Context: an optimization exercise on an open-source flow, tuned for small area and a short achievable clock period. The choices shown serve that exercise and are no tape-out recipe.
The RTL was checked by simulation tests, not by an equivalence proof against the original design.
Power and IR drop assume default switching activity.

job 101:
// executor
module executor (
    input  logic        clk,
    input  logic        nreset,
    input  logic        enable,
    input  logic [31:0] decoder_inst,
    input  logic [31:0] rn_value,
    input  logic [31:0] rd_rm_value,    
    input  logic [31:0] pc,
    output logic        ready,
    output logic [3:0]  cpsr,
    output logic        condition_passes,
    output logic [31:0] executor_inst,
    output logic        update_pc,
    output logic [31:0] new_pc,
    output logic        update_rd,
    output logic [31:0] rd_value
);
For scale: roughly 9700 cells after synthesis, about 97000 sq um of cells after synthesis.
clock: 10.0 ns
lec_check: 0
cap_margin: 20
core_margin: 2
core_utilization: 55
cts_cluster_diameter: 100
cts_cluster_size: 28
place_density: 0.65
setup_slack_margin: 5
slew_margin: 20
synth_hierarchical: 1
tns_end_percent: 1
standard.sh (not shown) runs the stock make flow with config.mk's settings and CLKGATE_MAP_FILE= SYNTH_SCRIPT=/design/flow/synth_recipe.tcl, a recipe that flattens the netlist after the stock synthesis.
==> flow/flow/run.sh <==
#!/bin/bash
# The standard layout (standard.sh), with two changes:
# - port buffers are a real buffer cell, not the delay cell buffer_ports
#   picks by default;
# - after synthesis every combinational cell is set to its smallest drive
#   (downsize.py), and placement and timing repair size up what needs it.
set -euo pipefail
export BUFFER_PORTS_ARGS="-buffer_cell sky130_fd_sc_hd__buf_4"
bash standard.sh synth > synth.log 2>&1
R=orfs/results/sky130hd/executor/base
python3 flow/downsize.py "$FLOW_HOME/platforms/sky130hd/lib/sky130_fd_sc_hd__tt_025C_1v80.lib" \
    $R/1_2_yosys.v $R/1_2_yosys_small.v > downsize.log 2>&1
mv $R/1_2_yosys_small.v $R/1_2_yosys.v
rm -f $R/1_synth.odb $R/1_synth.sdc
bash standard.sh > standard.log 2>&1
==> flow/flow/downsize.py <==
#!/usr/bin/env python3
"""Set every combinational cell of a netlist to the smallest drive of its type.

Reads the liberty file for cell areas; cells whose names differ only in the
drive suffix (_0, _1, _2, ...) share function and pins. Sequential cells,
tie cells and anything without a smaller variant are left alone. The placer
and the timing repair size cells up again where slew, load or timing need it.
usage: downsize.py LIB NETLIST_IN NETLIST_OUT
"""
import re
import sys

lib, src, dst = sys.argv[1:4]
text = open(lib).read()
area = {}
for m in re.finditer(r'cell\s*\(\s*"?(sky130_fd_sc_hd__\w+)"?\s*\)\s*\{\s*(.*?)area\s*:\s*([\d.]+)', text, re.S):
    area[m.group(1)] = float(m.group(3))

keep = ('df', 'edf', 'sdf', 'dl', 'sedf', 'conb', 'tap', 'fill', 'decap', 'lpflow', 'probe',
        'clkbuf', 'clkinv', 'clkdly', 'dlygate', 'dlymetal', 'buf', 'inv', 'bufinv', 'bufbuf')
groups = {}
for cell in area:
    m = re.match(r'sky130_fd_sc_hd__(\w+?)_(\d+)$', cell)
    if not m:
        continue
    base = m.group(1)
    if base.startswith(keep):
        continue
    groups.setdefault(base, []).append(cell)

best = {}
for base, cells in groups.items():
    # smallest area; among equal areas the larger drive
    cells.sort(key=lambda c: (area[c], -int(c.rsplit('_', 1)[1])))
    for c in cells:
        best[c] = cells[0]

count = 0
out = []
for line in open(src):
    m = re.match(r'(\s*)(sky130_fd_sc_hd__\w+)(\s.*)', line)
    if m and m.group(2) in best and best[m.group(2)] != m.group(2):
        line = m.group(1) + best[m.group(2)] + m.group(3) + '\n'
        count += 1
    out.append(line)
open(dst, 'w').write(''.join(out))
print(f'downsized {count} cells')
Changes in job 102 relative to job 101:
Settings: TNS_END_PERCENT changed from 1 to 5.
-- flow/flow/run.sh --
<<< job 101, line 8
export BUFFER_PORTS_ARGS="-buffer_cell sky130_fd_sc_hd__buf_4"
>>> job 102, line 8
export BUFFER_PORTS_ARGS="-buffer_cell sky130_fd_sc_hd__buf_2"
- | global-route wire length before repair | lower: job 101 |
- Of job 102 and job 101, the run reporting the lower total global routing track utilization was job 101.
- STATUS half-perimeter wire length of the detailed placement result: job 102 wins against job 101
- For the post-route cell area, job 102 came in 1.6% higher than job 101 did.
- Re clock share of power: job 102 is 0.9 points down on job 101.
- Per the comparison of job 102 with job 101, multi-input combinational area share rose by 0.28 points, routing usage on met2 shows an increase of 0.73 points, power attributed to the clock group down about 2%.

## port drivers added, routing unchanged
Ports are ideal in the flow. The routed layouts listed here were re-timed in OpenROAD.
Step 1, drivers: a clkbuf_16 drives clk and a buf_2 each remaining input, both assumed.
Step 2, shift: input delay + t, output delay - t, t = (earliest + latest rising clock arrival at the registers) / 2. This alone moves slack from input paths to output paths.
a / b / c = ideal ports / drivers / drivers and shift; a / b = the first two.
| run | t, ns | setup WS [ns] | worst hold slack (ns) |
|---|---|---|---|
| job 101 | 0.874 | 4.163 / 4.208 / 3.334 | 0.461 / 0.461 / 0.461 |
| job 102 | 0.885 | 4.488 / 4.472 / 3.640 | 0.451 / 0.451 / 0.451 |
After both steps setup and hold are still met in every run listed. For job 102, which loses most, drivers alone change the setup slack by -0.016 ns; drivers and shift together by -0.848 ns.
